Context: an optimization exercise on an open-source flow, tuned for small area, a short achievable clock period and few clock cycles. The choices shown serve that exercise and are no tape-out recipe.
RTL that was checked went through simulation tests only; none was proved equivalent to the original.
Power and IR drop assume default switching activity.

==> job 9974 <==
## gas_chamber_switch_controller
module gas_chamber_switch_controller (
  input  wire logic        clk_i,
  input  wire logic        rst_ni,
  input  wire logic        cfg_we_i,
  input  wire logic [2:0]  cfg_idx_i,
  input  wire logic [31:0] cfg_data_i,
  input  wire logic        in_valid_i,
  output logic             in_ready_o,
  input  wire logic        in_command_i,
  input  wire logic [2:0]  in_chamber_index_i,
  input  wire logic [3:0]  in_sensor_slot_i,
  input  wire logic [15:0] in_sensor_type_i,
  input  wire logic [15:0] in_voltage_i,
  input  wire logic        in_chamber_active_i,
  input  wire logic        in_last_reading_i,
  input  wire logic [31:0] in_now_ms_i,
  output logic             out_valid_o,
  input  wire logic        out_ready_i,
  output logic [2:0]       out_active_chamber_o,
  output logic             out_active_found_o,
  output logic [15:0]      out_monitored_average_o,
  output logic             out_send_command_o,
  output logic [3:0]       out_chamber_command_o
);
  typedef enum logic [3:0] {
    E_IDLE, E_SCAN, E_MDIV, E_AD1, E_AD2, E_WDIV, E_CMP1, E_CMP2,
    E_SWL, E_SWD1, E_SWD2, E_PER0, E_PER, E_RES
  } est_e;
  logic [2:0]  mode_q;
  logic [15:0] mtype_q;
  logic [31:0] min_ms_q;
  logic [15:0] decay_q;
  logic [15:0] mindiff_q;
  logic [1:0]  ncm1_q;    
  logic [2:0]  nsm1_q;    
  logic        mt0_q;     
  logic [3:0]  ns;
  logic [4:0]  ns3;
  assign ns  = {1'b0, nsm1_q} + 4'd1;
  assign ns3 = 5'(ns) + {ns, 1'b0};
  always_ff @(posedge clk_i or negedge rst_ni) begin
    if (!rst_ni) begin
  ...
make LEC_CHECK=0 CAP_MARGIN=20 CORE_MARGIN=2 CORE_UTILIZATION=40 SLEW_MARGIN=20 finish   # period 8.0 ns
run.sh (not shown) runs the stock make flow with config.mk's settings and CLKGATE_MAP_FILE= SYNTH_SCRIPT=/design/flow/synth_recipe.tcl, a recipe that flattens the netlist after the stock synthesis.
==> job 6704 (differences from job 9974) <==
--- a/flow/design.v
+++ b/flow/design.v
@@ -27,34 +27,22 @@
   output logic             last_o,      
   output logic [15:0]      quotient_o   
 );
   logic [3:0]  rem_q, rem_d;
   logic [15:0] quo_q, quo_d;
   logic [3:0]  den_q;
-  logic [4:0]  den3_q;
   logic [2:0]  cnt_q;
   logic        busy_q;
   always_comb begin
-    logic [5:0] r;
-    logic [6:0] t1, t2, t3;
-    r  = {rem_q, quo_q[15:14]};
-    t1 = {1'b0, r} - {3'b0, den_q};
-    t2 = {1'b0, r} - {2'b0, den_q, 1'b0};
-    t3 = {1'b0, r} - {2'b0, den3_q};
-    if (!t3[6]) begin
-      rem_d = t3[3:0];
-      quo_d = {quo_q[13:0], 2'd3};
-    end else if (!t2[6]) begin
-      rem_d = t2[3:0];
-      quo_d = {quo_q[13:0], 2'd2};
-    end else if (!t1[6]) begin
-      rem_d = t1[3:0];
-      quo_d = {quo_q[13:0], 2'd1};
-    end else begin
-      rem_d = r[3:0];
-      quo_d = {quo_q[13:0], 2'd0};
+    logic [4:0] r;
+    rem_d = rem_q;
+    quo_d = quo_q;
+    for (int k = 0; k < 2; k++) begin
+      r = {rem_d, quo_d[15]};
+      quo_d = {quo_d[14:0], (r >= {1'b0, den_q})};
+      rem_d = (r >= {1'b0, den_q}) ? 4'(r - {1'b0, den_q}) : r[3:0];
     end
   end
   always_ff @(posedge clk_i or negedge rst_ni) begin
     if (!rst_ni) begin
       busy_q <= 1'b0;
       cnt_q  <= '0;
@@ -65,16 +53,15 @@
       cnt_q  <= cnt_q + 3'd1;
       if (cnt_q == 3'd7) busy_q <= 1'b0;
     end
   end
   always_ff @(posedge clk_i) begin
     if (start_i) begin
-      rem_q  <= dividend_i[19:16];
-      quo_q  <= dividend_i[15:0];
-      den_q  <= divisor_i;
-      den3_q <= 5'(divisor_i) + {divisor_i, 1'b0};
+      rem_q <= dividend_i[19:16];
+      quo_q <= dividend_i[15:0];
+      den_q <= divisor_i;
     end else if (busy_q) begin
       rem_q <= rem_d;
       quo_q <= quo_d;
     end
   end
   assign busy_o     = busy_q;
@@ -136,15 +123,13 @@
   logic [15:0] decay_q;
   logic [15:0] mindiff_q;
   logic [1:0]  ncm1_q;    
   logic [2:0]  nsm1_q;    
   logic        mt0_q;     
   logic [3:0]  ns;
-  logic [4:0]  ns3;
-  assign ns  = {1'b0, nsm1_q} + 4'd1;
-  assign ns3 = 5'(ns) + {ns, 1'b0};
+  assign ns = {1'b0, nsm1_q} + 4'd1;
   always_ff @(posedge clk_i or negedge rst_ni) begin
     if (!rst_ni) begin
       mode_q    <= gcs_pkg::MODE_NONE;
       mtype_q   <= '0;
       mt0_q     <= 1'b1;
       min_ms_q  <= '0;
@@ -238,17 +223,18 @@
   assign out_active_found_o      = o_found_q;
   assign out_monitored_average_o = o_avg_q;
   assign out_send_command_o      = o_send_q;
   assign out_chamber_command_o   = o_code_q;
   logic out_free;
   assign out_free = !ov_q || out_ready_i;
-  logic        ir_wr, ir_eval, consume, start, cons_q;
+  logic        ir_wr, ir_eval, hazard, consume, start;
   logic [3:0][31:0] rdata;
   assign ir_wr   = !ir_cmd && !ir_ch[2] && !ir_slot[3];
   assign ir_eval = ir_cmd || ir_last;
-  assign consume = irv_q && cons_q;
+  assign hazard  = ir_wr && scan_q && (ir_slot[2:0] > sj_q) && (ir_slot[2:0] <= nsm1_q);
+  assign consume = irv_q && !hazard && !(ir_eval && st_q != E_IDLE);
   assign start   = consume && ir_eval;
   gcs_ram u_store (
     .clk_i   (clk_i),
     .we_i    (consume && ir_wr),
     .wch_i   (ir_ch[1:0]),
     .wslot_i (ir_slot[2:0]),
@@ -283,35 +269,19 @@
     .divisor_i  (wd_den),
     .busy_o     (wd_busy),
     .last_o     (wd_last),
     .quotient_o (wd_quo)
   );
   logic [3:0]  match;
-  logic [3:0]  sm_q;                
-  logic [15:0] sv_q [4];
-  logic        s2_q, s2last_q;
   always_comb begin
     for (int c = 0; c < 4; c++) match[c] = (rdata[c][31:16] == mtype_q);
   end
-  always_ff @(posedge clk_i or negedge rst_ni) begin
-    if (!rst_ni) begin
-      s2_q     <= 1'b0;
-      s2last_q <= 1'b0;
-    end else begin
-      s2_q     <= scan_q;
-      s2last_q <= scan_q && (sj_q == nsm1_q);
-    end
-  end
-  always_ff @(posedge clk_i) begin
-    sm_q <= match;
-    for (int c = 0; c < 4; c++) sv_q[c] <= rdata[c][15:0];
-  end
   logic [15:0] mean_ac;
   logic        tia_now;
   assign mean_ac = s_q[ac_q][15:0];
-  assign tia_now = !mt0_q && (fmf_q || sm_q[ac_q]);
+  assign tia_now = !mt0_q && (fmf_q || match[ac_q]);
   logic        push_r, push_p, do_send;
   logic [19:0] newsum;
   logic [16:0] val_c;
   assign newsum = base_q + 20'(rd_q);
   assign val_c  = umean_q ? {1'b0, s_q[c_q][15:0]} : {1'b0, m_q[c_q]};
   always_comb begin
@@ -341,13 +311,13 @@
           end else begin
             st_d = E_RES;
           end
         end
       end
       E_SCAN: begin
-        if (s2last_q) st_d = tia_now ? E_AD1 : E_MDIV;   
+        if (sj_q == nsm1_q) st_d = tia_now ? E_AD1 : E_MDIV;   
       end
       E_MDIV: begin
         if (dc_q == 3'd7) st_d = E_AD1;
       end
       E_AD1: begin
         if (cmd_q || (dual_q && ac_q == 2'd0)) begin
@@ -411,13 +381,12 @@
     haz_n  = wr_n && scan_d && (slot_n[2:0] > sj_d) && (slot_n[2:0] <= nsm1_q);
     evb_n  = (cmd_n || last_n) && (st_d != E_IDLE);
   end
   always_ff @(posedge clk_i or negedge rst_ni) begin
     if (!rst_ni) begin
       rdy_q   <= 1'b0;
-      cons_q  <= 1'b0;
       irv_q   <= 1'b0;
       st_q    <= E_IDLE;
       scan_q  <= 1'b0;
       sj_q    <= '0;
       flags_q <= '0;
       rcnt_q  <= '0;
@@ -428,13 +397,12 @@
       cur_q   <= '0;
       last_q  <= '0;
       ov_q    <= 1'b0;
       wd_dest_q <= 1'b0;
     end else begin
       rdy_q   <= !irv_n || !(haz_n || evb_n);
-      cons_q  <= !(haz_n || evb_n);
       irv_q   <= irv_n;
       st_q    <= st_d;
       scan_q  <= scan_d;
       sj_q    <= sj_d;
       flags_q <= flags_d;
       if (wd_start) wd_dest_q <= wd_dest;
@@ -469,13 +437,13 @@
     if (push_p) begin
       pwin_q[0] <= rd_q;
       for (int i = 1; i < 10; i++) pwin_q[i] <= pwin_q[i-1];
     end
   end
   always_ff @(posedge clk_i) begin
-    dms_q <= (st_q == E_IDLE) ? ir_now - last_q : now_q - last_q;
+    dms_q <= start ? ir_now - last_q : now_q - last_q;
     el_q  <= dms_q > min_ms_q;
     if (start) begin
       cmd_q    <= ir_cmd;
       now_q    <= ir_now;
       ac_q     <= det_ac;
       found_q  <= det_found;
@@ -491,38 +459,39 @@
       end
       if (!ir_cmd && mode_q == gcs_pkg::MODE_ALL_OPEN) begin
         send_q <= 1'b1;
         code_q <= gcs_pkg::ALL_OPEN_CODE;
       end
     end
-    if (s2_q) begin
+    if (scan_q) begin
       for (int c = 0; c < 4; c++) begin
-        s_q[c] <= s_q[c] + 19'(sv_q[c]);
-        if (sm_q[c] && sv_q[c] < m_q[c]) m_q[c] <= sv_q[c];
+        s_q[c] <= s_q[c] + 19'(rdata[c][15:0]);
+        if (match[c] && rdata[c][15:0] < m_q[c]) m_q[c] <= rdata[c][15:0];
       end
-      if (!fmf_q && sm_q[ac_q]) begin
+      if (!fmf_q && match[ac_q]) begin
         fmf_q <= 1'b1;
-        fmv_q <= sv_q[ac_q];
+        fmv_q <= rdata[ac_q][15:0];
       end
     end
     if (st_q == E_MDIV) begin
       dc_q <= dc_q + 3'd1;
       for (int c = 0; c < 4; c++) begin
-        logic [4:0] r;
-        logic [5:0] t1, t2, t3;
-        r  = s_q[c][18:14];
-        t1 = {1'b0, r} - {2'b0, ns};
-        t2 = {1'b0, r} - {1'b0, ns, 1'b0};
-        t3 = {1'b0, r} - {1'b0, ns3};
-        if (!t3[5])      s_q[c] <= {t3[2:0], s_q[c][13:0], 2'd3};
-        else if (!t2[5]) s_q[c] <= {t2[2:0], s_q[c][13:0], 2'd2};
-        else if (!t1[5]) s_q[c] <= {t1[2:0], s_q[c][13:0], 2'd1};
-        else             s_q[c] <= {r[2:0], s_q[c][13:0], 2'd0};
+        logic [2:0]  a;
+        logic [15:0] q;
+        logic [3:0]  r;
+        a = s_q[c][18:16];
+        q = s_q[c][15:0];
+        for (int k = 0; k < 2; k++) begin
+          r = {a, q[15]};
+          q = {q[14:0], (r >= ns)};
+          a = (r >= ns) ? 3'(r - ns) : r[2:0];
+        end
+        s_q[c] <= {a, q};
       end
     end
-    if (st_q == E_SCAN && s2last_q) tia_q <= tia_now;
+    if (st_q == E_SCAN && sj_q == nsm1_q) tia_q <= tia_now;
     if (st_q == E_AD1) begin
       rd_q   <= tia_q ? fmv_q : mean_ac;
       base_q <= rsum_q - ((rcnt_q == 4'd10) ? 20'(rwin_q[9]) : 20'd0);
       forced_q <= cmd_q || (dual_q && ac_q == 2'd0);
       umean_q  <= mt0_q || (!dual_q && !tia_q);
       c_q      <= dual_q ? 2'd1 : 2'd0;
==> impl_summary.log <==
[metrics] count of non-CTS inverters in the layout: 307
[metrics] global-route wire length before repair: 348600 um
[metrics] first-iteration detailed-routing DRC count: 4859
[metrics] peak ir drop on the vdd network: 0.2456 mV
[metrics] sequential cell fraction of total power: 38.2%
[metrics] status: finished clean
[metrics] proportion of layout cells with a drive suffix above 1: 14.13%
[metrics] number of nets at the end of the flow: 6908
[metrics] final std cells w/o fill: 9517
[metrics] Pwr Density: 391.5 nW/um^2
# the run above: job 6704

==> impl_summary.log <==
[metrics] global-route wire length before repair: 345100 um
[metrics] sequential cell fraction of total power: 39.6%
[metrics] proportion of layout cells with a drive suffix above 1: 15.23%
[metrics] count of non-CTS inverters in the layout: 371
[metrics] worst hold path startpoint: rwin_q[2][13]$_DFFE_PP_
[metrics] status: finished clean
[metrics] number of nets at the end of the flow: 6841
[metrics] peak ir drop on the vdd network: 0.2466 mV
# the run above: job 9974

Testbench counts of job 6704, summed over its fixed seeds: cycles 23,745.
Only the layout flow was run in job 9974; the RTL was not checked for function there.

## port drivers added, routing unchanged
How much do the figures lean on ideal ports? The routed layouts below were timed once more, with nothing changed but the port constraints.
Step 1 assumes that a clkbuf_16 drives the clock port and a buf_2 every other input.
Step 2 adds t to the input delays and takes it off the output delays; t is the mean of the earliest and latest rising clock arrival at the registers after step 1. Input paths then give back, and output paths get back, about the clock's delay inside the block.
a / b / c = ideal ports / drivers / drivers and shift; a / b = the first two.
| run | t, ns | setup WS [ns] | worst data-port slew with drivers (ns) |
|---|---|---|---|
| job 9974 | 0.933 | 3.389 / 3.389 / 3.389 | 0.12 |
| job 6704 | 0.941 | 2.111 / 2.111 / 2.111 | 0.08 |
After both steps every run listed still meets setup and hold.
